Background: an optimization exercise with open tools, aiming at small area. Do not read the settings as production practice.
RTL that was checked went through simulation tests only; none was proved equivalent to the original.
No functional check of the RTL was part of runs 3 and 4.
Power is estimated from default activity; no workload was simulated.

==> flow/design.v <==
package fft_stream_pkg;
	typedef struct packed {
		logic                      valid;
		logic                      sop;    
		logic                      eop;    
		logic [10-1:0] addr;   
	} sink_frame_t;
	typedef struct packed {
		logic                             valid;
		logic                             sop;   
		logic                             eop;
		logic signed [10-1:0] re;
		logic signed [10-1:0] im;
	} spec_bin_t;
endpackage
package spectrum_pkg;
	typedef struct packed {
		logic                      valid;
		logic [10-1:0] bin;
		logic [20-1:0]  power;
		logic                      last;   
	} power_sample_t;
	typedef struct packed {
		logic [10-1:0] bin;
		logic [20-1:0]  power;
	} peak_t;
	typedef struct packed {
		peak_t a;
		peak_t b;
	} tone_pair_t;
	typedef struct packed {
		logic [10-1:0] bin;
		logic [20-1:0]  power;
		logic [10-1:0]    amp;
	} tone_t;
	typedef struct packed {
		tone_t a;
		tone_t b;
	} tone_report_t;
endpackage
module frame_sequencer (
	input  logic                        sys_clk,
	input  logic                        sys_rst,
	input  logic                        adc_flag,
	output fft_stream_pkg::sink_frame_t frame
);
	localparam int ADDR_W = 10;
	logic              run;    
	logic [ADDR_W-1:0] addr;   
	always_ff @(posedge sys_clk or negedge sys_rst)
	begin
		if (!sys_rst)
		begin
			run  <= 1'b0;
			addr <= '0;
		end
		else
		begin
			addr <= addr + ADDR_W'(run);
			if (run)
				run <= ~&addr;  
			else
				run <= adc_flag;  
		end
	end
	assign frame = {run, run & ~|addr, run & &addr, addr};
endmodule
module bin_power (
	input  logic                          sys_clk,
	input  logic                          sys_rst,
	input  fft_stream_pkg::spec_bin_t     spec,
	output spectrum_pkg::power_sample_t   sample
);
	localparam int BIN_W = 10;
	localparam int POW_W = 20;
	localparam logic [BIN_W-1:0] LAST_BIN = BIN_W'(511);
	logic                      first_q;   
	logic [BIN_W-1:0]          bin_cur;
	logic [POW_W-1:0]          power_cur;
	logic                      valid_q;
	logic [BIN_W-1:0]          bin_q;
	logic [POW_W-1:0]          power_q;
	assign bin_cur = (spec.sop | first_q) ? '0 : bin_q + 1'b1;
	power_sq i_power_sq (
		.re (spec.re),
		.im (spec.im),
		.p  (power_cur)
	);
	always_ff @(posedge sys_clk or negedge sys_rst)
	begin
		if (!sys_rst)
		begin
			first_q <= 1'b1;
			valid_q <= 1'b0;
		end
		else
		begin
			valid_q <= spec.valid;
			if (spec.valid)
				first_q <= 1'b0;
		end
	end
	always_ff @(posedge sys_clk)
	begin
		if (spec.valid)
			bin_q <= bin_cur;
		power_q <= power_cur;  
	end
	assign sample = {valid_q, bin_q, power_q, valid_q && bin_q == LAST_BIN};
endmodule
module power_sq (
	input  logic [9:0]  re,
	input  logic [9:0]  im,
	output logic [19:0] p
);
	logic c109, c111, c113, c115, c117, c119, c121, c123, c125, c127, c129, c131, c133, c135, c137, c139, c141, c143, c145, c147, c149, c151, c153, c155, c157, c159, c161, c163, c165, c167, c169, c171, c173, c175, c177, c179, c181, c183, c185, c187, c189, c191, c193, c195, c197, c199, c201, c203, c205, c207, c209, c211, c213, c215, c217, c219, c221, c223, c225, c227, c229, c231, c233, c235, c237, c239, c241, c243, c245, c247, c249, c251, c253, c255, c257, c259, c261, c263, c265, c267, c269, c271, c273, c275, c277, c279, c281, c283, c285, c287, c289, c291, c293, c295, c297, c299, c301, c303, c305, c307, c309, c311, s108, s110, s112, s114, s116, s118, s120, s122, s124, s126, s128, s130, s132, s134, s136, s138, s140, s142, s144, s146, s148, s150, s152, s154, s156, s158, s160, s162, s164, s166, s168, s170, s172, s174, s176, s178, s180, s182, s184, s186, s188, s190, s192, s194, s196, s198, s200, s202, s204, s206, s208, s210, s212, s214, s216, s218, s220, s222, s224, s226, s228, s230, s232, s234, s236, s238, s240, s242, s244, s246, s248, s250, s252, s254, s256, s258, s260, s262, s264, s266, s268, s270, s272, s274, s276, s278, s280, s282, s284, s286, s288, s290, s292, s294, s296, s298, s300, s302, s304, s306, s308, s310, t1, t2, t3, t4, t5, t6, t7, t8, t9, t10, t11, t12, t13, t14, t15, t16, t17, t18, t19, t20, t21, t22, t23, t24, t25, t26, t27, t28, t29, t30, t31, t32, t33, t34, t35, t36, t37, t38, t39, t40, t41, t42, t43, t44, t45, t46, t47, t48, t49, t50, t51, t52, t53, t54, t55, t56, t57, t58, t59, t60, t61, t62, t63, t64, t65, t66, t67, t68, t69, t70, t71, t72, t73, t74, t75, t76, t77, t78, t79, t80, t81, t82, t83, t84, t85, t86, t87, t88, t89, t90, t91, t92, t93, t94, t95, t96, t97, t98, t99, t100, t101, t102, t103, t104, t105, t106, t107;
	assign t1 = re[1] & ~re[0];
	assign t2 = re[1] & re[0];
	assign t3 = re[2] & ~re[1];
	assign t4 = re[2] & re[1];
	assign t5 = re[3] & ~re[2];
	assign t6 = re[3] & re[2];
	assign t7 = re[4] & ~re[3];
	assign t8 = re[4] & re[3];
	assign t9 = re[5] & ~re[4];
	assign t10 = re[5] & re[4];
	assign t11 = re[6] & ~re[5];
	assign t12 = re[6] & re[5];
	assign t13 = re[7] & ~re[6];
	assign t14 = re[7] & re[6];
	assign t15 = re[8] & ~re[7];
	assign t16 = re[8] & re[7];
	assign t17 = re[0] & re[2];
	assign t18 = re[0] & re[3];
	assign t19 = re[0] & re[4];
	assign t20 = re[0] & re[5];
	assign t21 = re[0] & re[6];
	assign t22 = re[0] & re[7];
	assign t23 = re[0] & re[8];
	assign t24 = re[1] & re[3];
	assign t25 = re[1] & re[4];
	assign t26 = re[1] & re[5];
	assign t27 = re[1] & re[6];
	assign t28 = re[1] & re[7];
	assign t29 = re[1] & re[8];
	assign t30 = re[2] & re[4];
	assign t31 = re[2] & re[5];
	assign t32 = re[2] & re[6];
	assign t33 = re[2] & re[7];
	assign t34 = re[2] & re[8];
	assign t35 = re[3] & re[5];
	assign t36 = re[3] & re[6];
	assign t37 = re[3] & re[7];
	assign t38 = re[3] & re[8];
	assign t39 = re[4] & re[6];
	assign t40 = re[4] & re[7];
	assign t41 = re[4] & re[8];
	assign t42 = re[5] & re[7];
	assign t43 = re[5] & re[8];
	assign t44 = re[6] & re[8];
	assign t45 = ~(re[0] & re[9]);
	assign t46 = ~(re[1] & re[9]);
	assign t47 = ~(re[2] & re[9]);
	assign t48 = ~(re[3] & re[9]);
	assign t49 = ~(re[4] & re[9]);
	assign t50 = ~(re[5] & re[9]);
	assign t51 = ~(re[6] & re[9]);
	assign t52 = ~(re[7] & re[9]);
	assign t53 = ~(re[8] & re[9]);
	assign t54 = im[1] & ~im[0];
	assign t55 = im[1] & im[0];
	assign t56 = im[2] & ~im[1];
	assign t57 = im[2] & im[1];
	assign t58 = im[3] & ~im[2];
	assign t59 = im[3] & im[2];
	assign t60 = im[4] & ~im[3];
	assign t61 = im[4] & im[3];
	assign t62 = im[5] & ~im[4];
	assign t63 = im[5] & im[4];
	assign t64 = im[6] & ~im[5];
	assign t65 = im[6] & im[5];
	assign t66 = im[7] & ~im[6];
	assign t67 = im[7] & im[6];
	assign t68 = im[8] & ~im[7];
	assign t69 = im[8] & im[7];
	assign t70 = im[0] & im[2];
	assign t71 = im[0] & im[3];
	assign t72 = im[0] & im[4];
	assign t73 = im[0] & im[5];
	assign t74 = im[0] & im[6];
	assign t75 = im[0] & im[7];
	assign t76 = im[0] & im[8];
	assign t77 = im[1] & im[3];
	assign t78 = im[1] & im[4];
	assign t79 = im[1] & im[5];
	assign t80 = im[1] & im[6];
	assign t81 = im[1] & im[7];
	assign t82 = im[1] & im[8];
	assign t83 = im[2] & im[4];
	assign t84 = im[2] & im[5];
	assign t85 = im[2] & im[6];
	assign t86 = im[2] & im[7];
	assign t87 = im[2] & im[8];
	assign t88 = im[3] & im[5];
	assign t89 = im[3] & im[6];
	assign t90 = im[3] & im[7];
	assign t91 = im[3] & im[8];
	assign t92 = im[4] & im[6];
	assign t93 = im[4] & im[7];
	assign t94 = im[4] & im[8];
	assign t95 = im[5] & im[7];
	assign t96 = im[5] & im[8];
	assign t97 = im[6] & im[8];
	assign t98 = ~(im[0] & im[9]);
	assign t99 = ~(im[1] & im[9]);
	assign t100 = ~(im[2] & im[9]);
	assign t101 = ~(im[3] & im[9]);
	assign t102 = ~(im[4] & im[9]);
	assign t103 = ~(im[5] & im[9]);
	assign t104 = ~(im[6] & im[9]);
	assign t105 = ~(im[7] & im[9]);
	assign t106 = ~(im[8] & im[9]);
	assign t107 = ~t10;
	assign s108 = t8 ^ t23;
	assign c109 = t8 & t23;
	assign s110 = t9 ^ t29 ^ t33;
	assign c111 = (t9 & t29) | (t9 & t33) | (t29 & t33);
	assign s112 = t34 ^ t37 ^ t39;
	assign c113 = (t34 & t37) | (t34 & t39) | (t37 & t39);
	assign s114 = t11 ^ t38;
	assign c115 = t11 & t38;
	assign s116 = t6 ^ t21 ^ t26;
	assign c117 = (t6 & t21) | (t6 & t26) | (t21 & t26);
	assign s118 = t7 ^ t22 ^ t27;
	assign c119 = (t7 & t22) | (t7 & t27) | (t22 & t27);
	assign s120 = t31 ^ t60;
	assign c121 = t31 & t60;
	assign s122 = t28 ^ t32 ^ t35;
	assign c123 = (t28 & t32) | (t28 & t35) | (t32 & t35);
	assign s124 = t61 ^ t76 ^ t81;
	assign c125 = (t61 & t76) | (t61 & t81) | (t76 & t81);
	assign s126 = t85 ^ t88;
	assign c127 = t85 & t88;
	assign s128 = t36 ^ t45 ^ t62;
	assign c129 = (t36 & t45) | (t36 & t62) | (t45 & t62);
	assign s130 = t82 ^ t86 ^ t89;
	assign c131 = (t82 & t86) | (t82 & t89) | (t86 & t89);
	assign s132 = t98 ^ c109 ^ s110;
	assign c133 = (t98 & c109) | (t98 & s110) | (c109 & s110);
	assign s134 = t46 ^ t63 ^ t87;
	assign c135 = (t46 & t63) | (t46 & t87) | (t63 & t87);
	assign s136 = t90 ^ t92 ^ t99;
	assign c137 = (t90 & t92) | (t90 & t99) | (t92 & t99);
	assign s138 = t107 ^ c111 ^ s112;
	assign c139 = (t107 & c111) | (t107 & s112) | (c111 & s112);
	assign s140 = t40 ^ t47 ^ t64;
	assign c141 = (t40 & t47) | (t40 & t64) | (t47 & t64);
	assign s142 = t91 ^ t93 ^ t100;
	assign c143 = (t91 & t93) | (t91 & t100) | (t93 & t100);
	assign s144 = t10 ^ c113 ^ s114;
	assign c145 = (t10 & c113) | (t10 & s114) | (c113 & s114);
	assign s146 = t12 ^ t41 ^ t42;
	assign c147 = (t12 & t41) | (t12 & t42) | (t41 & t42);
	assign s148 = t48 ^ t65 ^ t94;
	assign c149 = (t48 & t65) | (t48 & t94) | (t65 & t94);
	assign s150 = t95 ^ t101 ^ c115;
	assign c151 = (t95 & t101) | (t95 & c115) | (t101 & c115);
	assign s152 = t13 ^ t43 ^ t49;
	assign c153 = (t13 & t43) | (t13 & t49) | (t43 & t49);
	assign s154 = t66 ^ t96;
	assign c155 = t66 & t96;
	assign s156 = t14 ^ t44 ^ t50;
	assign c157 = (t14 & t44) | (t14 & t50) | (t44 & t50);
	assign s158 = t4 ^ t19 ^ t24;
	assign c159 = (t4 & t19) | (t4 & t24) | (t19 & t24);
	assign s160 = t5 ^ t20 ^ t25;
	assign c161 = (t5 & t20) | (t5 & t25) | (t20 & t25);
	assign s162 = t58 ^ t73;
	assign c163 = t58 & t73;
	assign s164 = t30 ^ t59 ^ t74;
	assign c165 = (t30 & t59) | (t30 & t74) | (t59 & t74);
	assign s166 = t79 ^ t83 ^ s116;
	assign c167 = (t79 & t83) | (t79 & s116) | (t83 & s116);
	assign s168 = t75 ^ t80 ^ t84;
	assign c169 = (t75 & t80) | (t75 & t84) | (t80 & t84);
	assign s170 = c117 ^ s118 ^ s120;
	assign c171 = (c117 & s118) | (c117 & s120) | (s118 & s120);
	assign s172 = s108 ^ c119 ^ c121;
	assign c173 = (s108 & c119) | (s108 & c121) | (c119 & c121);
	assign s174 = s122 ^ s124 ^ s126;
	assign c175 = (s122 & s124) | (s122 & s126) | (s124 & s126);
	assign s176 = c123 ^ c125 ^ c127;
	assign c177 = (c123 & c125) | (c123 & c127) | (c125 & c127);
	assign s178 = s128 ^ s130 ^ s132;
	assign c179 = (s128 & s130) | (s128 & s132) | (s130 & s132);
	assign s180 = c129 ^ c131 ^ c133;
	assign c181 = (c129 & c131) | (c129 & c133) | (c131 & c133);
	assign s182 = s134 ^ s136 ^ s138;
	assign c183 = (s134 & s136) | (s134 & s138) | (s136 & s138);
	assign s184 = c135 ^ c137 ^ c139;
	assign c185 = (c135 & c137) | (c135 & c139) | (c137 & c139);
	assign s186 = s140 ^ s142 ^ s144;
	assign c187 = (s140 & s142) | (s140 & s144) | (s142 & s144);
	assign s188 = c141 ^ c143 ^ c145;
	assign c189 = (c141 & c143) | (c141 & c145) | (c143 & c145);
	assign s190 = s146 ^ s148 ^ s150;
	assign c191 = (s146 & s148) | (s146 & s150) | (s148 & s150);
	assign s192 = t102 ^ c147 ^ c149;
	assign c193 = (t102 & c147) | (t102 & c149) | (c147 & c149);
	assign s194 = c151 ^ s152 ^ s154;
	assign c195 = (c151 & s152) | (c151 & s154) | (s152 & s154);
	assign s196 = t67 ^ t97 ^ t103;
	assign c197 = (t67 & t97) | (t67 & t103) | (t97 & t103);
	assign s198 = c153 ^ c155 ^ s156;
	assign c199 = (c153 & c155) | (c153 & s156) | (c155 & s156);
	assign s200 = t15 ^ t51 ^ t68;
	assign c201 = (t15 & t51) | (t15 & t68) | (t51 & t68);
	assign s202 = t104 ^ c157;
	assign c203 = t104 & c157;
	assign s204 = t16 ^ t52 ^ t69;
	assign c205 = (t16 & t52) | (t16 & t69) | (t52 & t69);
	assign s206 = re[9] ^ t53;
	assign c207 = re[9] & t53;
	assign s208 = t2 ^ t17;
	assign c209 = t2 & t17;
	assign s210 = t3 ^ t18 ^ t56;
	assign c211 = (t3 & t18) | (t3 & t56) | (t18 & t56);
	assign s212 = t57 ^ t72 ^ t77;
	assign c213 = (t57 & t72) | (t57 & t77) | (t72 & t77);
	assign s214 = t78 ^ c159 ^ s160;
	assign c215 = (t78 & c159) | (t78 & s160) | (c159 & s160);
	assign s216 = c161 ^ c163 ^ s164;
	assign c217 = (c161 & c163) | (c161 & s164) | (c163 & s164);
	assign s218 = c165 ^ c167 ^ s168;
	assign c219 = (c165 & c167) | (c165 & s168) | (c167 & s168);
	assign s220 = c169 ^ c171 ^ s172;
	assign c221 = (c169 & c171) | (c169 & s172) | (c171 & s172);
	assign s222 = c173 ^ c175 ^ s176;
	assign c223 = (c173 & c175) | (c173 & s176) | (c175 & s176);
	assign s224 = c177 ^ c179 ^ s180;
	assign c225 = (c177 & c179) | (c177 & s180) | (c179 & s180);
	assign s226 = c181 ^ c183 ^ s184;
	assign c227 = (c181 & c183) | (c181 & s184) | (c183 & s184);
	assign s228 = c185 ^ c187 ^ s188;
	assign c229 = (c185 & c187) | (c185 & s188) | (c187 & s188);
	assign s230 = c189 ^ c191 ^ s192;
	assign c231 = (c189 & c191) | (c189 & s192) | (c191 & s192);
	assign s232 = c193 ^ c195 ^ s196;
	assign c233 = (c193 & c195) | (c193 & s196) | (c195 & s196);
	assign s234 = c197 ^ c199 ^ s200;
	assign c235 = (c197 & c199) | (c197 & s200) | (c199 & s200);
	assign s236 = t105 ^ c201 ^ c203;
	assign c237 = (t105 & c201) | (t105 & c203) | (c201 & c203);
	assign s238 = im[9] ^ t106 ^ c205;
	assign c239 = (im[9] & t106) | (im[9] & c205) | (t106 & c205);
	assign s240 = t55 ^ t70;
	assign c241 = t55 & t70;
	assign s242 = t71 ^ c209 ^ s210;
	assign c243 = (t71 & c209) | (t71 & s210) | (c209 & s210);
	assign s244 = s158 ^ c211 ^ s212;
	assign c245 = (s158 & c211) | (s158 & s212) | (c211 & s212);
	assign s246 = s162 ^ c213 ^ s214;
	assign c247 = (s162 & c213) | (s162 & s214) | (c213 & s214);
	assign s248 = s166 ^ c215 ^ s216;
	assign c249 = (s166 & c215) | (s166 & s216) | (c215 & s216);
	assign s250 = s170 ^ c217 ^ s218;
	assign c251 = (s170 & c217) | (s170 & s218) | (c217 & s218);
	assign s252 = s174 ^ c219 ^ s220;
	assign c253 = (s174 & c219) | (s174 & s220) | (c219 & s220);
	assign s254 = s178 ^ c221 ^ s222;
	assign c255 = (s178 & c221) | (s178 & s222) | (c221 & s222);
	assign s256 = s182 ^ c223 ^ s224;
	assign c257 = (s182 & c223) | (s182 & s224) | (c223 & s224);
	assign s258 = s186 ^ c225 ^ s226;
	assign c259 = (s186 & c225) | (s186 & s226) | (c225 & s226);
	assign s260 = s190 ^ c227 ^ s228;
	assign c261 = (s190 & c227) | (s190 & s228) | (c227 & s228);
	assign s262 = s194 ^ c229 ^ s230;
	assign c263 = (s194 & c229) | (s194 & s230) | (c229 & s230);
	assign s264 = s198 ^ c231 ^ s232;
	assign c265 = (s198 & c231) | (s198 & s232) | (c231 & s232);
	assign s266 = s202 ^ c233 ^ s234;
	assign c267 = (s202 & c233) | (s202 & s234) | (c233 & s234);
	assign s268 = s204 ^ c235 ^ s236;
	assign c269 = (s204 & c235) | (s204 & s236) | (c235 & s236);
	assign s270 = s206 ^ c237 ^ s238;
	assign c271 = (s206 & c237) | (s206 & s238) | (c237 & s238);
	assign s272 = c207 ^ c239;
	assign c273 = c207 & c239;
	assign s274 = re[0] ^ im[0];
	assign c275 = re[0] & im[0];
	assign s276 = t1 ^ t54;
	assign c277 = t1 & t54;
	assign s278 = s208 ^ s240 ^ c277;
	assign c279 = (s208 & s240) | (s208 & c277) | (s240 & c277);
	assign s280 = c241 ^ s242 ^ c279;
	assign c281 = (c241 & s242) | (c241 & c279) | (s242 & c279);
	assign s282 = c243 ^ s244 ^ c281;
	assign c283 = (c243 & s244) | (c243 & c281) | (s244 & c281);
	assign s284 = c245 ^ s246 ^ c283;
	assign c285 = (c245 & s246) | (c245 & c283) | (s246 & c283);
	assign s286 = c247 ^ s248 ^ c285;
	assign c287 = (c247 & s248) | (c247 & c285) | (s248 & c285);
	assign s288 = c249 ^ s250 ^ c287;
	assign c289 = (c249 & s250) | (c249 & c287) | (s250 & c287);
	assign s290 = c251 ^ s252 ^ c289;
	assign c291 = (c251 & s252) | (c251 & c289) | (s252 & c289);
	assign s292 = c253 ^ s254 ^ c291;
	assign c293 = (c253 & s254) | (c253 & c291) | (s254 & c291);
	assign s294 = c255 ^ s256 ^ c293;
	assign c295 = (c255 & s256) | (c255 & c293) | (s256 & c293);
	assign s296 = c257 ^ s258 ^ c295;
	assign c297 = (c257 & s258) | (c257 & c295) | (s258 & c295);
	assign s298 = c259 ^ s260 ^ c297;
	assign c299 = (c259 & s260) | (c259 & c297) | (s260 & c297);
	assign s300 = c261 ^ s262 ^ c299;
	assign c301 = (c261 & s262) | (c261 & c299) | (s262 & c299);
	assign s302 = c263 ^ s264 ^ c301;
	assign c303 = (c263 & s264) | (c263 & c301) | (s264 & c301);
	assign s304 = c265 ^ s266 ^ c303;
	assign c305 = (c265 & s266) | (c265 & c303) | (s266 & c303);
	assign s306 = c267 ^ s268 ^ c305;
	assign c307 = (c267 & s268) | (c267 & c305) | (s268 & c305);
	assign s308 = c269 ^ s270 ^ c307;
	assign c309 = (c269 & s270) | (c269 & c307) | (s270 & c307);
	assign s310 = c271 ^ s272 ^ c309;
	assign c311 = (c271 & s272) | (c271 & c309) | (s272 & c309);
	assign p[0] = s274;
	assign p[1] = c275;
	assign p[2] = s276;
	assign p[3] = s278;
	assign p[4] = s280;
	assign p[5] = s282;
	assign p[6] = s284;
	assign p[7] = s286;
	assign p[8] = s288;
	assign p[9] = s290;
	assign p[10] = s292;
	assign p[11] = s294;
	assign p[12] = s296;
	assign p[13] = s298;
	assign p[14] = s300;
	assign p[15] = s302;
	assign p[16] = s304;
	assign p[17] = s306;
	assign p[18] = s308;
	assign p[19] = s310;
endmodule
module peak_pair_tracker (
	input  logic                        sys_clk,
	input  logic                        sys_rst,
	input  spectrum_pkg::power_sample_t sample,
	output spectrum_pkg::tone_pair_t    pair,
	output logic                        pair_valid
);
	localparam int BIN_W = 10;
	localparam logic [BIN_W-1:0] FIRST_BIN = BIN_W'(1);
	spectrum_pkg::peak_t lo;
	spectrum_pkg::peak_t hi;
	logic                best_hi;
	logic                in_range;
	logic                start;
	logic                gt_lo;
	logic                gt_hi;
	logic                gt_best;
	assign in_range = sample.valid && !sample.bin[BIN_W-1] && (sample.bin != '0);
	assign start    = sample.bin == FIRST_BIN;
	always_comb
	begin
		gt_lo = 1'b0;
		gt_hi = 1'b0;
		for (int i = 0; i < 20; i++)
		begin
			gt_lo = (sample.power[i] & ~lo.power[i]) | ((sample.power[i] | ~lo.power[i]) & gt_lo);
			gt_hi = (sample.power[i] & ~hi.power[i]) | ((sample.power[i] | ~hi.power[i]) & gt_hi);
		end
	end
	assign gt_best  = best_hi ? gt_hi : gt_lo;
	always_ff @(posedge sys_clk)
	begin
		if (in_range && (start || gt_lo || gt_hi))
		begin
			hi      <= {sample.bin, sample.power};
			best_hi <= start || gt_best;
			if (start)
				lo <= '0;
			else if (best_hi)
				lo <= hi;
		end
	end
	assign pair = {lo, hi};
	always_ff @(posedge sys_clk or negedge sys_rst)
	begin
		if (!sys_rst)
			pair_valid <= 1'b0;
		else
			pair_valid <= sample.last;  
	end
endmodule
module isqrt (
	input  logic [10:0]   rem,     
	input  logic [1:0]             bits,    
	input  logic [10-1:0] root,    
	output logic [10:0]   rem_nxt,
	output logic                   root_bit
);
	localparam int W = 10 + 3;
	logic [W-1:0] rem_shift;
	logic [W-1:0] trial;
	logic [W-1:0] diff;
	logic         borrow;
	assign rem_shift = {rem, bits};
	assign trial     = {1'b0, root, 2'b01};  
	always_comb
	begin
		borrow = 1'b0;
		for (int i = 0; i < W; i++)
		begin
			diff[i] = rem_shift[i] ^ trial[i] ^ borrow;
			borrow  = (~rem_shift[i] & trial[i]) | (~(rem_shift[i] ^ trial[i]) & borrow);
		end
	end
	assign root_bit = !borrow;
	assign rem_nxt  = root_bit ? diff[10:0] : rem_shift[10:0];
endmodule
module peak_reporter (
	input  logic                       sys_clk,
	input  logic                       sys_rst,
	input  spectrum_pkg::tone_pair_t   pair,
	input  logic                       pair_valid,
	output spectrum_pkg::tone_report_t report,
	output logic                       update_flag
);
	localparam int POW_W = 20;
	localparam int AMP_W = 10;
	localparam int BIN_W = 10;
	logic [2*POW_W-1:0] pow_q;    
	logic [2*BIN_W-1:0] bin_q;
	logic [AMP_W:0]     rem_q;
	logic [2*AMP_W-1:0] root_q;   
	logic [4:0]         step_q;
	logic               busy_q;
	logic [AMP_W:0]     rem_nxt;
	logic               root_bit;
	logic [AMP_W-1:0]   root_mask;
	logic               fin;
	always_comb
		for (int i = 0; i < AMP_W; i++)
			root_mask[i] = (step_q < 5'(AMP_W)) || (step_q > 5'(AMP_W + i));
	isqrt i_isqrt (
		.rem      (rem_q),
		.bits     (pow_q[2*POW_W-1 -: 2]),
		.root     (root_q[AMP_W-1:0] & root_mask),
		.rem_nxt  (rem_nxt),
		.root_bit (root_bit)
	);
	assign fin = busy_q && (step_q == 5'(2 * AMP_W));
	always_ff @(posedge sys_clk)
	begin
		if (pair_valid)
		begin
			pow_q  <= {pair.a.power, pair.b.power};
			rem_q  <= '0;
			root_q <= '0;
			step_q <= '0;
		end
		else
		begin
			pow_q  <= {pow_q[2*POW_W-3:0], pow_q[2*POW_W-1 -: 2]};
			rem_q  <= (step_q == 5'(AMP_W - 1)) ? '0 : rem_nxt;
			root_q <= {root_q[2*AMP_W-2:0], root_bit};
			step_q <= step_q + 1'b1;
		end
		if (pair_valid)
			bin_q <= {pair.a.bin, pair.b.bin};
	end
	always_ff @(posedge sys_clk or negedge sys_rst)
	begin
		if (!sys_rst)
		begin
			busy_q      <= 1'b0;
			report      <= '0;
			update_flag <= 1'b0;
		end
		else
		begin
			update_flag <= fin;
			if (pair_valid)
				busy_q <= 1'b1;
			else if (fin)
				busy_q <= 1'b0;
			if (fin)
			begin
				report.a <= {bin_q[2*BIN_W-1 -: BIN_W], pow_q[2*POW_W-1 -: POW_W], root_q[2*AMP_W-1 -: AMP_W]};
				report.b <= {bin_q[BIN_W-1:0], pow_q[POW_W-1:0], root_q[AMP_W-1:0]};
			end
		end
	end
endmodule
module spec_top (
	input  logic                             sys_clk,
	input  logic                             sys_rst,
	input  logic                             adc_flag,
	input  logic                             spec_valid,
	input  logic                             spec_sop,
	input  logic                             spec_eop,
	input  logic signed [10-1:0] spec_re,
	input  logic signed [10-1:0] spec_im,
	output logic [10-1:0]        sample_addr,
	output logic                             sink_valid,
	output logic                             sink_sop,
	output logic                             sink_eop,
	output logic                             power_valid,
	output logic [10-1:0]        power_bin,
	output logic [20-1:0]         power,
	output logic                             update_flag,
	output logic [10-1:0]        bin_a,
	output logic [10-1:0]        bin_b,
	output logic [20-1:0]         power_a,
	output logic [20-1:0]         power_b,
	output logic [10-1:0]           amp_a,
	output logic [10-1:0]           amp_b
);
	fft_stream_pkg::sink_frame_t  frame;
	fft_stream_pkg::spec_bin_t    spec;
	spectrum_pkg::power_sample_t  sample;
	spectrum_pkg::tone_pair_t     pair;
	logic                         pair_valid;
	spectrum_pkg::tone_report_t   report;
	assign spec = {spec_valid, spec_sop, spec_eop, spec_re, spec_im};
	frame_sequencer i_frame_sequencer (
		.sys_clk  (sys_clk),
		.sys_rst  (sys_rst),
		.adc_flag (adc_flag),
		.frame    (frame)
	);
	bin_power i_bin_power (
		.sys_clk (sys_clk),
		.sys_rst (sys_rst),
		.spec    (spec),
		.sample  (sample)
	);
	peak_pair_tracker i_peak_pair_tracker (
		.sys_clk    (sys_clk),
		.sys_rst    (sys_rst),
		.sample     (sample),
		.pair       (pair),
		.pair_valid (pair_valid)
	);
	peak_reporter i_peak_reporter (
		.sys_clk     (sys_clk),
		.sys_rst     (sys_rst),
		.pair        (pair),
		.pair_valid  (pair_valid),
		.report      (report),
		.update_flag (update_flag)
	);
	assign sample_addr = frame.addr;
	assign sink_valid  = frame.valid;
	assign sink_sop    = frame.sop;
	assign sink_eop    = frame.eop;
	assign power_valid = sample.valid;  
	assign power_bin   = sample.bin;
	assign power       = sample.power;
	assign bin_a   = report.a.bin;
	assign bin_b   = report.b.bin;
	assign power_a = report.a.power;
	assign power_b = report.b.power;
	assign amp_a   = report.a.amp;
	assign amp_b   = report.b.amp;
endmodule
==> flow/flow/run.sh <==
#!/bin/bash
# The standard layout, with the port buffers made of the smallest buffer cell.
set -euo pipefail
bash standard.sh BUFFER_PORTS_ARGS="-buffer_cell sky130_fd_sc_hd__buf_1" finish > standard.log 2>&1
==> flow/standard.sh <==
#!/bin/bash
# synth_recipe.tcl (not shown) runs the flow's synth.tcl, then flattens the netlist and writes it again
# the make line also repeats each setting of config.mk as NAME=value (left out here)
make -C /OpenROAD-flow-scripts/flow DESIGN_CONFIG=/design/flow/config.mk WORK_HOME=/design/flow/orfs CLKGATE_MAP_FILE= SYNTH_SCRIPT=/design/flow/synth_recipe.tcl "${@:-finish}"
==> flow/config.mk <==
export PLATFORM = sky130hd
export DESIGN_NAME = spec_top
export DESIGN_NICKNAME = spec_top
export VERILOG_FILES = /design/flow/design.v
export SDC_FILE = /design/flow/constraint.sdc
export NUM_CORES = 4
export LEC_CHECK = 0
export CAP_MARGIN = 20
export CORE_MARGIN = 2
export CORE_UTILIZATION = 70
export CTS_BUF_LIST = sky130_fd_sc_hd__clkbuf_8
export CTS_CLUSTER_DIAMETER = 60
export CTS_CLUSTER_SIZE = 18
export PLACE_DENSITY = 0.8
export SLEW_MARGIN = 20
==> flow/constraint.sdc <==
create_clock -name core_clock -period 10.0 [get_ports {sys_clk}]
set_input_delay 2.0000 -clock core_clock [delete_from_list [all_inputs] [get_ports {sys_clk}]]
set_output_delay 2.0000 -clock core_clock [all_outputs]
set_load 0.01 [all_outputs]
==> flow_summary.yaml, run 1 <==
run_status:
  outcome: "complete, no violations"
cts:
  hold_buffers: 0
  clk_latency_ps: 550
  ctsResizeCount: 0
  cts_buffer_depth: 3
  cts_root_buf: "clkbuf_8"
  cts_inserted_buffers: 22
  path_clk_slew_ps: 110
  cts_setup_buffers: 0
  clkSinkCount: 283
  cts_tree: "yes"
  cts_htree_levels: 1
logic_synthesis:
  synth_common_cells: "287 x nand2_1, 115 x inv_1, 96 x dfxtp_1, 96 x fa_1, 95 x dfrtp_1"
  synth_xor_area_share_pct: 1.469
  async_flop_share_pct: 33.92
  synth_area_leader_cell: "edfxtp_1"
  syn_area_per_cell_um2: 10.99
  yosysMostFrequentCell: "nand2_1"
  yosys-top-cells-area: "edfxtp_1 20%, dfrtp_1 17%, dfxtp_1 14%"
  synth_compound_area_share_pct: 4.288
  synth_top_family_by_area: "simple AND/OR/NAND/NOR gates"
  synth-seq-cells: 283
  seq_area_frac_synth_pct: 51.46
  ys_warn_count: 5
  synth.mux.area_fraction_pct: 3.120
  synth_cell_types: 57
  syn_area_mm2: 0.01372
  yosys.area_share.adder_pct: 16.53
  synth_nets: 1392
  synth_edf_count: 91
  ys.flop_type: "dfxtp_1"
  synth_top_area_share_pct: 19.92
  yosys.area_share.simple_pct: 16.98
  synth_cells: 1248
routing:
  drc_errors: 0
  num_vias: 8673
  wl_um: 26170
  ant_nets: 0
  drtIter0Drc: 501
  drt-wirelength-per-cell_um: 16.03
  firstDrtPassIters: 4
  viasPerCell: 5.311
sta:
  rsz0062_at_grt: "false"
  fin_crit_sh_pct: 91.77
  fin_ws_ps: 822.8
  setup_tns_ps: 0
  max_freq_mhz: 109.0
  hold_violations: 0
  relSlewSlack_pct: 42.32
  min_period_ps: 9177
  maxSlewViolCount: 0
  fin_skew_ps: 37.48
  worst_slew_pin_slew_ps: 865.2
  setup_viol: 0
die:
  start_util_pct: 70.94
  die_area_mm2: 0.02073
  ioPinCount: 151
  rows: 51
  core_area_mm2: 0.01933
  fp.dieH_um: 144.0
  die_x_um: 144.0
global_routing:
  grt_usage_pct: 25.98
  grt_max_degree: 84
  grt_pass1_vias: 8506
  grt_pass1_wl_um: 42590
  top_usage_layer: "met2"
  antenna_found_initial: 0
  grt_use_met1_pct: 36.94
  grt_overflow: 0
  globalRouteMet3Util_pct: 3.477
  met2_usage_pct: 43.83
pwr:
  power.density_mw_per_mm2: 219.9
  p_total_mw: 3.241
  vdd_drop_max_v: 0.0001225
  power_leakage_nw: 6.600
place:
  port_buffers: 149
  gp_congestion: 0.8500
  hpwl_um: 19450
  dp_slack_ps: 225.6
cells_and_area:
  antennaDiodeCount: 0
  synthToLayoutAreaGrowth_pct: 7.444
  drive_above_1_share_pct: 7.383
  fillers: 1345
  final_nets: 1496
job:
  maxCapViolCount: 0
setup_path:
  crit_type: "input pin to flop"
  end_kind: "flop"
  worstPathMaxFanout: 11
  cp.arrival_ps: 9650
  worstPathRequired_ps: 10470
  start_kind: "input pin"
worst_hold_path:
  min_path_type: "flop to flop"
layout by cell type, fill, tap and decap left out, types with 3 or more instances in the layout:
cell type / synthesis / routed
nand4_1: 3 / 3
ha_1: 22 / 22
nor2_1: 42 / 42
nand2_1: 287 / 287
xor2_1: 11 / 11
and2_1: 75 / 75
clkinv_2: 0 / 3
o22ai_1: 6 / 6
a211oi_1: 12 / 12
fa_1: 96 / 96
nor2b_1: 41 / 41
a222oi_1: 3 / 3
buf_4: 30 / 9
nor4_1: 3 / 3
and3_1: 4 / 4
o221ai_1: 4 / 4
nand2b_1: 18 / 18
dfrtp_1: 95 / 94
dfxtp_1: 96 / 96
clkbuf_8: 0 / 24
inv_1: 115 / 121
a221oi_1: 3 / 3
a21oi_1: 18 / 17
edfxtp_1: 91 / 91
o21ai_0: 12 / 12
xnor2_1: 12 / 12
and2_2: 4 / 4
nand3_1: 14 / 14
o211ai_1: 4 / 4
mux2_2: 38 / 38
buf_1: 6 / 148
maj3_1: 7 / 7
a22oi_1: 3 / 3
inv_6: 0 / 3
area by class of cell:
type	instances	area, µm²	area share, %
Timing Repair Buffer	158	630.6	4.279
Inverter	116	435.4	2.955
Sequential cell	283	7059	47.90
Clock inverter	16	125.1	0.8490
Clock buffer	24	330.3	2.241
Tap cell	265	331.6	2.250
Multi-Input combinational cell	771	5824	39.52
cell families after synthesis:
| logic type | Yosys count |
|---|---|
| XOR/XNOR | 23 |
| multiplexers | 38 |
| AND/OR/NAND/NOR | 501 |
| AO/OA/AOI/OAI | 84 |
| buffers and inverters | 194 |
| adder cells (fa/ha/maj) | 125 |
| flip-flops | 283 |
through the flow:
step	area (µm²)	std cells	util [%]	hold WS (ps)
6_report	14740	1633	76.22	423.9
4_1_cts	14740	1633	76.22	421.3
3_3_place_gp	14280	1593	73.86	403.7
2_1_floorplan	13720	1248	-	398.2
5_1_grt	14740	1633	76.22	441.7
3_5_place_dp	14280	1593	73.86	404.5
worst paths after layout:
path / start / end / slack, ps / depth (start not counted)
setup / recovery: spec_re[2] / i_bin_power.power_q[19]$_DFF_P_ / 820 / 25
hold / removal: i_peak_pair_tracker.lo[20]$_SDFFCE_PP0P_ / i_peak_reporter.bin_q[10]$_DFFE_PP_ / 420 / 0
setup reg to reg: i_peak_reporter.step_q[3]$_SDFF_PP0_ / i_peak_reporter.rem_q[6]$_SDFF_PP0_ / 4240 / 17
hold reg to reg: i_peak_pair_tracker.lo[20]$_SDFFCE_PP0P_ / i_peak_reporter.bin_q[10]$_DFFE_PP_ / 420 / 0
max in group asynchronous: sys_rst / i_peak_reporter.report[65]$_DFFE_PN0P_ / 7360 / 2
min in group asynchronous: sys_rst / i_peak_reporter.report[37]$_DFFE_PN0P_ / 1420 / 1
per-layer routing:
metal	vias to the layer above	wire, µm
li1	4158	-
met1	4269	11510
met2	216	12830
met3	30	1469
met4	0	368
met5	-	0
power breakdown:
group / internal [mW] / switching, mW / total (mW) / leakage, nW
Combinational: 0.443 / 0.576 / 1.02 / 3.38
Sequential: 1.43 / 0.164 / 1.59 / 2.96
Clock: 0.261 / 0.371 / 0.632 / 0.260
Total: 2.13 / 1.11 / 3.24 / 6.60
state kept, by name (all words and copies together), names as in the netlist, 11 cells and up:
name,flops
i_peak_reporter.pow_q,40
i_peak_reporter.rem_q,11
i_bin_power.power_q,20
i_peak_reporter.root_q,20
i_peak_pair_tracker.hi,30
i_peak_pair_tracker.lo,30
i_peak_reporter.bin_q,20
i_peak_reporter.report,80
critical path: stages:
cell and delay (ps):
buf_1 340, nand2b_1 140, fa_1 510, fa_1 490, inv_1 50, fa_1 380
inv_1 70, fa_1 180, fa_1 180, inv_1 60, fa_1 400, fa_1 400
fa_1 420, fa_1 390, fa_1 390, fa_1 400, fa_1 400, fa_1 400
fa_1 390, fa_1 400, fa_1 390, fa_1 390, xnor2_1 210, xnor2_1 150
xnor2_1 130
==> run 2, diff against run 1 <==
==> flow/run.sh (new file) <==
#!/bin/bash
# synth_recipe.tcl (not shown) runs the flow's synth.tcl, then flattens the netlist and writes it again
# the make line also repeats each setting of config.mk as NAME=value (left out here)
make -C /OpenROAD-flow-scripts/flow DESIGN_CONFIG=/design/flow/config.mk WORK_HOME=/design/flow/orfs CLKGATE_MAP_FILE= SYNTH_SCRIPT=/design/flow/synth_recipe.tcl finish
--- a/flow/config.mk
+++ b/flow/config.mk
@@ -9,6 +9,5 @@
 export CORE_MARGIN = 2
-export CORE_UTILIZATION = 70
-export CTS_BUF_LIST = sky130_fd_sc_hd__clkbuf_8
-export CTS_CLUSTER_DIAMETER = 60
-export CTS_CLUSTER_SIZE = 18
+export CORE_UTILIZATION = 75
+export CTS_BUF_LIST = sky130_fd_sc_hd__clkbuf_2 sky130_fd_sc_hd__clkbuf_4
+export CTS_CLUSTER_SIZE = 20
 export PLACE_DENSITY = 0.8
removed: flow/flow/run.sh
removed: flow/standard.sh
==> flow_summary.yaml, run 2 <==
sta:
  max_freq_mhz: 106.4
  fin_skew_ps: 64.88
  rsz0062_at_grt: "false"
  fin_crit_sh_pct: 94.01
  setup_viol: 0
  min_period_ps: 9401
  setup_tns_ps: 0
  worst_slew_pin_slew_ps: 1065
  hold_violations: 0
  relSlewSlack_pct: 28.36
  maxSlewViolCount: 0
setup_path:
  critPathMaxStageDelay_ps: 530
  cp.arrival_ps: 9930
  worstPathMaxFanout: 3
  critPathTopFamily: "adder cells"
  critPathMostFrequentCell: "fa_1"
  worstPathRequired_ps: 10530
  reg2regPathDepth: 17
  end_kind: "flop"
  start_kind: "input pin"
  crit_path_top_delay_cell: "clkdlybuf4s50_1"
  timing.critical_path.buf_inv: 4
  crit_type: "input pin to flop"
  crit_cells: 25
cts:
  cts_root_buf: "clkbuf_4"
  cts_htree_levels: 3
  cts_tree: "yes"
  cts_setup_buffers: 0
  cts_buffer_depth: 3
  ctsResizeCount: 0
  cts_inserted_buffers: 72
  clkSinkCount: 283
  path_clk_slew_ps: 60
  clk_latency_ps: 700
  hold_buffers: 0
worst_hold_path:
  holdPathStages: 2
  min_path_type: "flop to flop"
routing:
  viasPerCell: 5.771
  wl_um: 32590
  num_vias: 9817
  drc_errors: 0
  firstDrtPassIters: 8
  ant_nets: 0
  drtIter0Drc: 882
  drt-wirelength-per-cell_um: 19.16
die:
  die_x_um: 139.2
  die_area_mm2: 0.01939
  rows: 49
  fp.dieH_um: 139.2
  core_area_mm2: 0.01796
  start_util_pct: 76.35
  ioPinCount: 151
logic_synthesis:
  synth_cells: 1248
  synth_edf_count: 91
  seq_area_frac_synth_pct: 51.46
  syn_area_per_cell_um2: 10.99
  synth_area_leader_cell: "edfxtp_1"
  syn_area_mm2: 0.01372
  yosysMostFrequentCell: "nand2_1"
  synth_common_cells: "287 x nand2_1, 115 x inv_1, 96 x dfxtp_1, 96 x fa_1, 95 x dfrtp_1"
  async_flop_share_pct: 33.92
  synth_cell_types: 57
  yosys-top-cells-area: "edfxtp_1 20%, dfrtp_1 17%, dfxtp_1 14%"
  synth_nets: 1392
  ys.flop_type: "dfxtp_1"
  synth-seq-cells: 283
  synth_top_area_share_pct: 19.92
  ys_warn_count: 5
cells_and_area:
  final_nets: 1555
  largest_reg_flops: 80
  fin_cells: 1701
  layout_common_cells: "287 x nand2_1, 148 x clkdlybuf4s50_1, 125 x clkbuf_4, 115 x inv_1"
  reg_top3: "i_peak_reporter.report (80), i_peak_reporter.pow_q (40)"
  layout_commonest_cell: "nand2_1"
  regMostFlops: "i_peak_reporter.report"
  synthToLayoutAreaGrowth_pct: 18.24
  fillers: 786
  ff_latch_area_mm2: 0.007059
  design_area_mm2: 0.01622
  drive_above_1_share_pct: 14.00
  fin_util_pct: 90.28
  multi_input_area_mm2: 0.005824
run_status:
  outcome: "complete, no violations"
global_routing:
  grt_overflow: 0
  antenna_found_initial: 1
  grt_usage_pct: 34.66
  grt_pass1_wl_um: 52640
  grt_max_degree: 84
  grt_pass1_vias: 10221
place:
  gp_congestion: 0.8939
  placed_cells: 1566
  port_buffers: 149
  dpl-instance-area_mm2: 0.01523
  hpwl_um: 20650
pwr:
  power_leakage_nw: 7.332
  power.density_mw_per_mm2: 235.0
  p_total_mw: 3.811
  vdd_drop_max_v: 0.0002279
job:
  maxCapViolCount: 0
==> run 2: changes by cell type in the layout (fill, tap and decap cells not counted), sizes merged <==
cell           before  now
clkinv              4    5
clkdlybuf4s50       0  148
diode               0    1
clkbuf             25  125
bufinv              1    0
clkinvlp            0    3
inv               127  117
buf               157   19
==> run 2: path summary, 6_finish.rpt <==
check / to / start / slack, ps
max: i_bin_power.power_q[19]$_DFF_P_ / spec_re[0] / 600
min: i_peak_reporter.report[24]$_DFFE_PN0P_ / i_peak_reporter.pow_q[14]$_DFF_P_ / 400
max reg2reg: i_peak_reporter.rem_q[3]$_SDFF_PP0_ / i_peak_reporter.step_q[3]$_SDFF_PP0_ / 4240
min reg2reg: i_peak_reporter.report[24]$_DFFE_PN0P_ / i_peak_reporter.pow_q[14]$_DFF_P_ / 400
max in group asynchronous: i_peak_reporter.report[23]$_DFFE_PN0P_ / sys_rst / 7510
min in group asynchronous: i_peak_reporter.report[32]$_DFFE_PN0P_ / sys_rst / 1270
==> run 2: metal layers <==
metal	share of wire, %	GRT usage (%)
met4	3.4	14.35
met1	38	44.11
met5	0	0
met2	51	59.21
met3	7.6	6.676
==> run 2: report_power, final <==
part	internal [mW]	switching (mW)
clock	0.562	0.477
sequential	1.43	0.181
combinational	0.531	0.632
==> run 2: worst min-delay path: cells and delay by family (launching register included) <==
kind | cells | cell delay [ps]
simple gates | 2 | 90
flops | 1 | 300
==> run 2: cell type report <==
class | count | area share (%)
Inverter | 116 | 2.685
Antenna cell | 1 | 0.01543
Clock inverter | 9 | 0.2855
Timing Repair Buffer | 167 | 10.01
Clock buffer | 125 | 5.787
Sequential cell | 283 | 43.53
Tap cell | 229 | 1.767
Multi-Input combinational cell | 771 | 35.92
==> run 2: logic make-up (layout without fill, tap and decap cells) <==
group | Yosys count | after routing | share of synthesized area, %
and+or+nand+nor | 501 | 501 | 16.98
other | 0 | 1 | 0
xor gates and xnor gates | 23 | 23 | 1.469
adders and majority gates | 125 | 125 | 16.53
buffers and inverters | 194 | 417 | 6.158
AOI/OAI and AO/OA | 84 | 84 | 4.288
muxes | 38 | 38 | 3.120
DFF | 283 | 283 | 51.46
==> run 2: stage by stage <==
stage	setup WS, ps	hold WS (ps)
floorplan	815.7	398.2
global placement	264.7	403.1
detailed placement	94.67	405.4
CTS	636.8	390.1
global route	322.2	392.9
finish	599.3	396.8
==> run 3, diff against run 2 <==
--- a/flow/design.v
+++ b/flow/design.v
@@ -506,20 +506,8 @@
 );
-	localparam int W = 10 + 3;
-	logic [W-1:0] rem_shift;
-	logic [W-1:0] trial;
-	logic [W-1:0] diff;
-	logic         borrow;
+	logic [10+2:0] rem_shift;
+	logic [10+3:0] diff;
 	assign rem_shift = {rem, bits};
-	assign trial     = {1'b0, root, 2'b01};  
-	always_comb
-	begin
-		borrow = 1'b0;
-		for (int i = 0; i < W; i++)
-		begin
-			diff[i] = rem_shift[i] ^ trial[i] ^ borrow;
-			borrow  = (~rem_shift[i] & trial[i]) | (~(rem_shift[i] ^ trial[i]) & borrow);
-		end
-	end
-	assign root_bit = !borrow;
-	assign rem_nxt  = root_bit ? diff[10:0] : rem_shift[10:0];
+	assign diff      = {1'b0, rem_shift} - {2'b00, root, 2'b01};  
+	assign root_bit  = !diff[10+3];
+	assign rem_nxt   = root_bit ? diff[10:0] : rem_shift[10:0];
 endmodule
--- a/flow/config.mk
+++ b/flow/config.mk
@@ -9,6 +9,4 @@
 export CORE_MARGIN = 2
-export CORE_UTILIZATION = 75
-export CTS_BUF_LIST = sky130_fd_sc_hd__clkbuf_2 sky130_fd_sc_hd__clkbuf_4
-export CTS_CLUSTER_SIZE = 20
-export PLACE_DENSITY = 0.8
+export CORE_UTILIZATION = 65
+export CTS_BUF_LIST = sky130_fd_sc_hd__clkbuf_4 sky130_fd_sc_hd__clkbuf_8
 export SLEW_MARGIN = 20
==> flow_summary.yaml, run 3 <==
sta:
  setup_viol: 0
  relSlewSlack_pct: 30.62
  rsz0062_at_grt: "false"
  min_period_ps: 9305
  hold_violations: 0
  setup_tns_ps: 0
  fin_hold_ws_ps: 417.0
  worst_slew_pin_slew_ps: 1041
  fin_crit_sh_pct: 93.05
  max_freq_mhz: 107.5
  maxSlewViolCount: 0
  fin_skew_ps: 33.45
logic_synthesis:
  ys.flop_type: "dfxtp_1"
  yosys-top-cells-area: "edfxtp_1 20%, dfrtp_1 17%, dfxtp_1 14%"
  synth_compound_area_share_pct: 4.260
  syn_area_mm2: 0.01395
  syn_area_per_cell_um2: 10.82
  yosys.area_share.simple_pct: 17.79
  synth_top_area_share_pct: 19.59
  synth_area_leader_cell: "edfxtp_1"
  synth_xor_area_share_pct: 1.758
  synth_common_cells: "294 x nand2_1, 103 x inv_1, 96 x dfxtp_1, 95 x dfrtp_1, 91 x edfxtp_1"
  synth_edf_count: 91
  synth_nets: 1433
  synth_cells: 1289
  synth_cell_types: 66
  ys_warn_count: 4
  seq_area_frac_synth_pct: 50.59
  yosys.area_share.adder_pct: 16.14
  synth_top_family_by_area: "simple AND/OR/NAND/NOR gates"
  yosysMostFrequentCell: "nand2_1"
  synth-seq-cells: 283
  async_flop_share_pct: 33.92
  synth.mux.area_fraction_pct: 3.641
routing:
  wl_um: 28180
  drtIter0Drc: 499
  viasPerCell: 5.276
  num_vias: 9180
  ant_nets: 0
  drc_errors: 0
  firstDrtPassIters: 5
  drt-wirelength-per-cell_um: 16.19
pwr:
  clockPowerShare_pct: 25.6
  p_total_mw: 4.037
  vdd_drop_max_v: 0.0001692
  power_frac_seq_pct: 40.7
  power.density_mw_per_mm2: 244.4
  combPwrFrac_pct: 33.7
  switching_power_mw: 1.342
  p_int_mw: 2.695
  swShare_pct: 33.24
  power_leakage_nw: 7.329
global_routing:
  grt_overflow: 0
  grt_max_degree: 84
  antenna_found_initial: 0
  grt_pass1_wl_um: 46140
  grt_pass1_vias: 9152
  grt_usage_pct: 25.82
place:
  port_buffers: 149
  gp_congestion: 0.8991
  hpwl_um: 20360
setup_path:
  timing.critical_path.buf_inv: 4
  end_kind: "flop"
  worstPathRequired_ps: 10420
  crit_path_top_delay_cell: "clkdlybuf4s50_1"
  critPathMostFrequentCell: "fa_1"
  crit_chain: "clkdlybuf4s50_1, buf_4, and2_1, fa_1, fa_1, fa_1, inv_1, fa_1, inv_1, fa_1, fa_1, fa_1, fa_1, fa_1, fa_1, fa_1, fa_1, fa_1, fa_1, fa_1, fa_1, xnor2_1, xnor2_1, xnor2_1"
  critPathMaxStageDelay_ps: 520
  cp.arrival_ps: 9720
  crit_type: "input pin to flop"
  critPathTopFamily: "adder cells"
  start_kind: "input pin"
  worstPathMaxFanout: 6
cells_and_area:
  multi_input_area_mm2: 0.006100
  final_nets: 1572
  largest_reg_flops: 80
  regMostFlops: "i_peak_reporter.report"
  antennaDiodeCount: 0
  fillers: 1426
  layout_commonest_cell: "nand2_1"
  layout_common_cells: "293 x nand2_1, 148 x clkdlybuf4s50_1, 103 x inv_1, 96 x dfxtp_1, 94 x dfrtp_1"
  drive_above_1_share_pct: 10.51
  reg_top3: "i_peak_reporter.report (80), i_peak_reporter.pow_q (40)"
  ff_latch_area_mm2: 0.007062
  synthToLayoutAreaGrowth_pct: 18.40
cts:
  hold_buffers: 0
  cts_inserted_buffers: 45
  ctsResizeCount: 0
  clk_latency_ps: 560
  cts_tree: "yes"
  cts_root_buf: "clkbuf_8"
  cts_htree_levels: 2
  cts_setup_buffers: 0
  path_clk_slew_ps: 60
  clkSinkCount: 283
  cts_buffer_depth: 3
job:
  maxCapViolCount: 0
die:
  fp.dieH_um: 150.5
  core_area_mm2: 0.02102
  die_x_um: 150.5
  start_util_pct: 66.37
  die_area_mm2: 0.02265
  rows: 53
  ioPinCount: 151
worst_hold_path:
  min_path_type: "flop to flop"
run_status:
  outcome: "complete, no violations"
[run 3: cell count changes after synthesis, sizes merged, moves of 8 or more]
| cell | delta |
|---|---|
| a211oi | -11 |
| a21oi | -11 |
| fa | -9 |
| ha | +9 |
| mux2i | +8 |
| o21ai | +8 |
[run 3: stage by stage]
step	worst slack (ps)	area, µm²	std cells	util [%]
final	694.6	16520	1740	78.58
after global routing	354.0	16520	1740	78.58
after CTS	715.9	16520	1740	78.58
after detailed placement	167.5	15550	1656	73.97
after global placement	250.4	15550	1656	73.97
after floorplan	817.4	13950	1289	-
[run 3: cell type report]
type | count | area share, %
clock buffers | 68 | 5.022
clock inverters | 16 | 0.8483
inverters | 108 | 2.454
multi-input cells | 821 | 36.92
flip-flops and latches | 283 | 42.75
well taps | 275 | 2.083
repair buffers | 169 | 9.922
[run 3: kinds of logic (layout without fill, tap and decap cells)]
logic type,after synthesis,count (layout)
adder cells (fa/ha/maj),130,130
XOR/XNOR,28,28
buffers and inverters,185,361
multiplexers,46,46
AO/OA/AOI/OAI,81,81
flip-flops,283,283
AND/OR/NAND/NOR,536,536
[run 3: final timing paths]
path,from,endpoint,slack (ps),cells after the start
max,spec_re[0],i_bin_power.power_q[19]$_DFF_P_,690,24
min,i_peak_pair_tracker.lo[26]$_SDFFCE_PP0P_,i_peak_reporter.bin_q[16]$_DFFE_PP_,420,0
max reg2reg,i_peak_reporter.step_q[2]$_SDFF_PP0_,i_peak_reporter.rem_q[5]$_SDFF_PP0_,6960,9
min reg2reg,i_peak_pair_tracker.lo[26]$_SDFFCE_PP0P_,i_peak_reporter.bin_q[16]$_DFFE_PP_,420,0
max in group asynchronous,sys_rst,i_peak_reporter.report[21]$_DFFE_PN0P_,7400,2
min in group asynchronous,sys_rst,i_frame_sequencer.addr[4]$_DFF_PN0_,1390,1
[run 3: power groups by stage]
stage,registers (mW),logic [mW],clock network [mW]
after CTS,1.64,1.38,1.05
after floorplan,1.59,1.06,0
after detailed placement,1.66,1.37,0
after global placement,1.66,1.30,0
final,1.64,1.36,1.03
after global routing,1.67,1.54,1.10
[run 3: worst register-to-register path, cell delays in order, from the launching register on]
cell,delay [ps]
dfxtp_1,390
o211ai_1,490
o21ai_0,230
ha_1,290
or3_1,350
o221ai_2,220
o21ai_1,160
a31oi_4,500
mux2i_1,240
nor2_1,50
[run 3: metal layers]
metal	vias up	wire length [µm]	track usage, %
li1	4416	-	-
met1	4459	12380	35.90
met2	260	13500	42.20
met3	45	1762	4.848
met4	0	542	6.934
met5	-	0	0
==> run 4, diff against run 3 <==
--- a/flow/design.v
+++ b/flow/design.v
@@ -467,12 +467,4 @@
 	assign start    = sample.bin == FIRST_BIN;
-	always_comb
-	begin
-		gt_lo = 1'b0;
-		gt_hi = 1'b0;
-		for (int i = 0; i < 20; i++)
-		begin
-			gt_lo = (sample.power[i] & ~lo.power[i]) | ((sample.power[i] | ~lo.power[i]) & gt_lo);
-			gt_hi = (sample.power[i] & ~hi.power[i]) | ((sample.power[i] | ~hi.power[i]) & gt_hi);
-		end
-	end
+	assign gt_lo    = sample.power > lo.power;
+	assign gt_hi    = sample.power > hi.power;
 	assign gt_best  = best_hi ? gt_hi : gt_lo;
--- a/flow/config.mk
+++ b/flow/config.mk
@@ -9,4 +9,3 @@
 export CORE_MARGIN = 2
-export CORE_UTILIZATION = 65
-export CTS_BUF_LIST = sky130_fd_sc_hd__clkbuf_4 sky130_fd_sc_hd__clkbuf_8
+export CORE_UTILIZATION = 40
 export SLEW_MARGIN = 20
==> flow_summary.yaml, run 4 <==
logic_synthesis:
  synth-seq-cells: 283
  syn_area_mm2: 0.01436
  synth_common_cells: "304 x nand2_1, 126 x inv_1, 96 x dfxtp_1, 95 x dfrtp_1, 91 x edfxtp_1"
  ys.flop_type: "dfxtp_1"
  async_flop_share_pct: 33.92
  synth_nets: 1526
  yosys-top-cells-area: "edfxtp_1 19%, dfrtp_1 17%, dfxtp_1 13%"
  ys_warn_count: 4
  synth_area_leader_cell: "edfxtp_1"
  synth_cell_types: 59
  synth_edf_count: 91
  seq_area_frac_synth_pct: 49.15
  syn_area_per_cell_um2: 10.70
  synth_top_area_share_pct: 19.03
  yosysMostFrequentCell: "nand2_1"
  synth_cells: 1342
sta:
  fin_ws_ps: 799.2
  setup_tns_ps: 0
  setup_viol: 0
  fin_skew_ps: 33.17
  relSlewSlack_pct: 40.12
  hold_violations: 0
  rsz0062_at_grt: "false"
  min_period_ps: 9201
  max_freq_mhz: 108.7
  fin_crit_sh_pct: 92.01
  worst_slew_pin_slew_ps: 898.2
  maxSlewViolCount: 0
  fin_hold_ws_ps: 399.2
global_routing:
  grt_pass1_vias: 9657
  grt_overflow: 0
  grt_pass1_wl_um: 51660
  antenna_found_initial: 1
  grt_usage_pct: 17.08
  grt_max_degree: 84
cells_and_area:
  design_area_mm2: 0.01717
  synthToLayoutAreaGrowth_pct: 19.57
  layout_common_cells: "304 x nand2_1, 148 x clkdlybuf4s50_1, 126 x inv_1, 96 x dfxtp_1, 94 x dfrtp_1"
  final_nets: 1646
  largest_reg_flops: 80
  regMostFlops: "i_peak_reporter.report"
  fin_cells: 1947
  drive_above_1_share_pct: 8.075
  layout_commonest_cell: "nand2_1"
  fin_util_pct: 48.39
  reg_top3: "i_peak_reporter.report (80), i_peak_reporter.pow_q (40)"
  antennaDiodeCount: 0
die:
  core_area_mm2: 0.03548
  rows: 69
  die_x_um: 193.5
  ioPinCount: 151
  start_util_pct: 40.47
  die_area_mm2: 0.03743
  fp.dieH_um: 193.5
routing:
  viasPerCell: 4.816
  drc_errors: 0
  ant_nets: 0
  wl_um: 31360
  drt-wirelength-per-cell_um: 16.11
  firstDrtPassIters: 5
  num_vias: 9377
  drtIter0Drc: 424
cts:
  cts_htree_levels: 1
  clk_latency_ps: 570
  cts_inserted_buffers: 30
  ctsResizeCount: 0
  cts_setup_buffers: 0
  cts_buffer_depth: 3
  hold_buffers: 0
  cts_tree: "yes"
  clkSinkCount: 283
  path_clk_slew_ps: 60
  cts_root_buf: "clkbuf_16"
setup_path:
  end_kind: "flop"
  worstPathMaxFanout: 4
  critPathMostFrequentCell: "fa_1"
  crit_path_top_delay_cell: "clkdlybuf4s50_1"
  worstPathRequired_ps: 10430
  critPathMaxStageDelay_ps: 540
  crit_type: "input pin to flop"
  start_kind: "input pin"
  timing.critical_path.buf_inv: 4
  critPathTopFamily: "adder cells"
  cp.arrival_ps: 9630
job:
  maxCapViolCount: 0
place:
  port_buffers: 149
  hpwl_um: 22720
  gp_congestion: 0.8131
  placed_cells: 1890
  dp_slack_ps: 212.4
  dpl-instance-area_mm2: 0.01618
pwr:
  power.density_mw_per_mm2: 240.3
  vdd_drop_max_v: 0.0002069
  p_total_mw: 4.127
  power_leakage_nw: 7.646
worst_hold_path:
  min_path_type: "flop to flop"
run_status:
  outcome: "complete, no violations"
[run 4: cell count changes in the layout (fill, tap and decap cells not counted), moves of 13 or more]
cell       before  now
inv_1         103  126
a21oi_1         8   27
ha_1           31   71
a31oi_1         3   21
clkbuf_4       17    0
clkbuf_1        0   13
clkbuf_16       0   31
clkbuf_8       51    4
nand2b_1       23    9
o21ai_0         9   24
[run 4: final timing paths]
kind / slack (ps) / to / from / cells past startpoint
setup reg to reg: 5950 / i_peak_pair_tracker.lo[9]$_SDFFCE_PP0P_ / i_bin_power.bin_q[1]$_SDFFCE_PP0P_ / 7
min in group asynchronous: 1480 / i_peak_reporter.report[10]$_DFFE_PN0P_ / sys_rst / 1
setup / recovery: 800 / i_bin_power.power_q[19]$_DFF_P_ / spec_re[0] / 25
max in group asynchronous: 7370 / i_peak_pair_tracker.pair_valid$_DFF_PN0_ / sys_rst / 2
hold / removal: 400 / i_peak_reporter.bin_q[10]$_DFFE_PP_ / i_peak_pair_tracker.lo[20]$_SDFFCE_PP0P_ / 0
hold reg to reg: 400 / i_peak_reporter.bin_q[10]$_DFFE_PP_ / i_peak_pair_tracker.lo[20]$_SDFFCE_PP0P_ / 0
[run 4: kinds of logic after synthesis]
logic type | Yosys count | share of synthesized area (%)
buffers and inverters | 208 | 6.352
XOR/XNOR | 27 | 1.647
flip-flops | 283 | 49.15
AND/OR/NAND/NOR | 517 | 16.42
multiplexers | 44 | 3.398
AO/OA/AOI/OAI | 105 | 4.714
adder cells (fa/ha/maj) | 158 | 18.31
[run 4: final cells by class]
type                       count  area [µm²]
clock inverter                 8       85.08
fill                        3289       18310
timing repair buffer         169        1659
tap                          461       576.8
clock buffer                  48       879.6
sequential                   283        7062
inverter                     127       476.7
multi-input combinational    851        6431
[run 4: routing by layer]
layer	routed length (µm)	up-vias	part of all wire (%)	track usage, %
li1	-	4559	-	-
met2	15620	157	50	29.43
met5	13	-	0.041	0
met1	14080	4617	45	22.87
met3	932	42	3.0	2.249
met4	709	2	2.3	4.156
[run 4: power by group]
part / total, mW / internal, mW / switching (mW)
Clock: 1.08 / 0.629 / 0.449
Sequential: 1.60 / 1.43 / 0.167
Combinational: 1.45 / 0.672 / 0.774
Total: 4.13 / 2.74 / 1.39

## re-timing with driven ports
The results above use ideal ports. As a check the final layouts listed here were re-extracted and re-timed, cells and wires unchanged.
Step 1: set_driving_cell puts a clkbuf_16 on sys_clk and a buf_2 on each other input, an assumption about the parent block.
Step 2, shift: input delay + t, output delay - t, t = (earliest + latest rising clock arrival at the registers) / 2. This alone moves slack from input paths to output paths.
Three values: no drivers, after step 1, after step 2; two values: the first two.
run	t (ns)	setup WS [ns]	hold slack, ns	latest minus earliest clock arrival (ns)	worst slew at a driven data input, ns
run 1	0.569	0.823 / 0.842 / 0.274	0.424 / 0.424 / 0.424	0.038 / 0.037	0.03
run 2	0.704	0.599 / 0.616 / -0.088	0.397 / 0.397 / 0.397	0.067 / 0.068	0.04
run 3	0.585	0.695 / 0.716 / 0.131	0.417 / 0.417 / 0.417	0.033 / 0.033	0.03
run 4	0.601	0.799 / 0.823 / 0.223	0.399 / 0.399 / 0.399	0.036 / 0.035	0.03
Met with ideal ports but missed after step 2: setup timing in run 2. For run 2, which loses most, drivers alone change the setup slack by +0.017 ns; drivers and shift together by -0.687 ns.
